Context: an optimization exercise on an open-source flow, tuned for small area, a short achievable clock period and few clock cycles per item. The choices shown serve that exercise and are no tape-out recipe. Power and IR drop assume default switching activity.

Design systolic_mm_top, start of the top module:
module systolic_mm_top (
    input  logic                  clk,
    input  logic                  rst,
    input  logic                  in_valid,
    input  logic [8-1:0] in_data,
    output logic                  out_valid,
    output logic [8-1:0] out_data,
    output logic                  busy,
    output logic                  done
);
==> module systolic_mm_top, before the edit <==
module systolic_mm_top (
    input  logic                  clk,
    input  logic                  rst,
    input  logic                  in_valid,
    input  logic [8-1:0] in_data,
    output logic                  out_valid,
    output logic [8-1:0] out_data,
    output logic                  busy,
    output logic                  done
);
    logic       ld;        
    logic [6:0] icnt;      
    logic       start;
    logic       acc;
    logic [6:0] idx;       
    assign start = in_valid && (!busy || done);
    assign acc   = in_valid && (ld || start);
    assign idx   = start ? 7'd0 : icnt;
    logic       rm;        
    logic [5:0] rc;        
    logic       f127;      
    logic       rm_nxt;
    logic [5:0] rc_nxt;
    assign rm_nxt = f127 || (rm && rc != 6'd55);
    assign rc_nxt = f127 ? 6'd0 : rc + 6'd1;
    logic [7:0] d_r;       
    logic [7:0] aen;       
    logic       ben;       
    logic       tv;        
    logic       tlast;     
    logic [2:0] lane;
    assign lane = idx[2:0] - idx[5:3];
    always_ff @(posedge clk) begin
        d_r <= in_data;
    end
    always_ff @(posedge clk or negedge rst) begin
        if (!rst) begin
            ld    <= 1'b0;
            icnt  <= '0;
            busy  <= 1'b0;
            rm    <= 1'b0;
            rc    <= '0;
            f127  <= 1'b0;
            aen   <= '0;
            ben   <= 1'b0;
            tv    <= 1'b0;
            tlast <= 1'b0;
        end else begin
            busy <= start || (busy && !done);
            if (acc) begin
                icnt <= idx + 7'd1;
                ld   <= (idx != 7'd127);
            end
            f127 <= acc && (idx == 7'd127);
            rm   <= rm_nxt;
            rc   <= rm_nxt ? rc_nxt : 6'd0;
            for (int m = 0; m < 8; m++) begin
                aen[m] <= (acc && !idx[6] && lane == 3'(m))
                       || (acc && idx == 7'd127)
                       || (rm_nxt && rc_nxt[2:0] == 3'd7);
            end
            ben   <= (acc && idx[6]) || rm_nxt;
            tv    <= (acc && idx[6:3] == 4'hf) || rm_nxt;
            tlast <= rm_nxt && rc_nxt == 6'd55;
        end
    end
    logic [63:0]  la [8];   
    logic [511:0] bq;       
    logic [7:0]   tap7;
    assign tap7 = rm ? bq[7:0] : d_r;
    always_ff @(posedge clk) begin
        for (int m = 0; m < 8; m++) begin
            if (aen[m]) la[m] <= {d_r, la[m][63:8]};
        end
        if (ben) bq <= {tap7, bq[511:8]};
    end
    logic [63:0] ta;
    logic [63:0] tb;
    for (genvar m = 0; m < 8; m++) begin : g_tap
        assign ta[8*m +: 8] = la[m][7:0];
        if (m < 7) begin : g_q
            assign tb[8*m +: 8] = bq[8*(8*m+8) +: 8];
        end else begin : g_7
            assign tb[8*m +: 8] = tap7;
        end
    end
    dot8 dot8_inst (
        .clk    (clk),
        .rst    (rst),
        .a      (ta),
        .b      (tb),
        .vin    (tv),
        .lin    (tlast),
        .res    (out_data),
        .vout   (out_valid),
        .lout   (done)
    );
endmodule
clock: 6.0 ns
lec_check: 0
cap_margin: 20
core_margin: 2
core_utilization: 40
setup_slack_margin: 3.6
slew_margin: 20
run.sh (not shown) runs the stock make flow with config.mk's settings and CLKGATE_MAP_FILE= SYNTH_SCRIPT=/design/flow/synth_recipe.tcl, a recipe that flattens the netlist after the stock synthesis.
The first run passed the timing, DRC and antenna checks.
Then changed:
--- a/flow/design.v
+++ b/flow/design.v
@@ -2934,8 +2934,9 @@
     logic       ben;       
     logic       tv;        
     logic       tlast;     
-    logic [2:0] lane;
-    assign lane = idx[2:0] - idx[5:3];
+    logic [7:0] lh;
+    logic [7:0] lcur;
+    assign lcur = start ? 8'h01 : lh;
     always_ff @(posedge clk) begin
         d_r <= in_data;
     end
@@ -2943,6 +2944,7 @@
         if (!rst) begin
             ld    <= 1'b0;
             icnt  <= '0;
+            lh    <= 8'h01;
             busy  <= 1'b0;
             rm    <= 1'b0;
             rc    <= '0;
@@ -2954,6 +2956,7 @@
         end else begin
             busy <= start || (busy && !done);
             if (acc) begin
+                lh <= (idx[2:0] == 3'd7) ? lcur : {lcur[6:0], lcur[7]};
                 icnt <= idx + 7'd1;
                 ld   <= (idx != 7'd127);
             end
@@ -2961,7 +2964,7 @@
             rm   <= rm_nxt;
             rc   <= rm_nxt ? rc_nxt : 6'd0;
             for (int m = 0; m < 8; m++) begin
-                aen[m] <= (acc && !idx[6] && lane == 3'(m))
+                aen[m] <= (acc && !idx[6] && lcur[m])
                        || (acc && idx == 7'd127)
                        || (rm_nxt && rc_nxt[2:0] == 3'd7);
             end
@@ -2974,6 +2977,10 @@
     logic [511:0] bq;       
     logic [7:0]   tap7;
     assign tap7 = rm ? bq[7:0] : d_r;
+    logic [7:0] t7;
+    always_ff @(posedge clk) begin
+        t7 <= rm_nxt ? (ben ? bq[15:8] : bq[7:0]) : in_data;
+    end
     always_ff @(posedge clk) begin
         for (int m = 0; m < 8; m++) begin
             if (aen[m]) la[m] <= {d_r, la[m][63:8]};
@@ -2987,7 +2994,7 @@
         if (m < 7) begin : g_q
             assign tb[8*m +: 8] = bq[8*(8*m+8) +: 8];
         end else begin : g_7
-            assign tb[8*m +: 8] = tap7;
+            assign tb[8*m +: 8] = t7;
         end
     end
     dot8 dot8_inst (
Outcome: Non-clock buffer count came out lower by 1. Register-to-register slack is better by 350 ps. Power came out lower by 23%. Combinational power came out lower by 55%. Core utilization came out higher by 0.12 points. Count of clock-buffer cells in the layout came out higher by 22. Worst setup slack is better by 350 ps. Sequential power came out lower by about 10%. Maximum frequency came out higher by 14%.
Function was not checked in any run of this note: the RTL went through the layout flow alone.

[separate check: timing with driven ports]
In the flow no input, the clock included, has a driving cell. The finished layouts below were timed again as built, in two steps.
Step 1, drivers: a clkbuf_16 drives clk and a buf_2 each remaining input, both assumed.
Step 2, shift: input delay + t, output delay - t, t = (earliest + latest rising clock arrival at the registers) / 2. This alone moves slack from input paths to output paths.
Slacks: ideal ports / drivers / drivers and shift; pairs: ideal ports / drivers.
| run | t (ns) | setup WS [ns] | latest minus earliest clock arrival (ns) | slew at the worst register clock pin (ns) |
|---|---|---|---|---|
| the first run | 0.763 | 3.064 / 3.064 / 3.002 | 0.055 / 0.056 | 0.07 / 0.07 |
| the second run | 0.816 | 3.415 / 3.415 / 2.942 | 0.036 / 0.035 | 0.06 / 0.06 |
After both steps setup and hold are still met in every run listed. For the second run, which loses most, drivers alone change the setup slack by 0.000 ns; drivers and shift together by -0.473 ns.
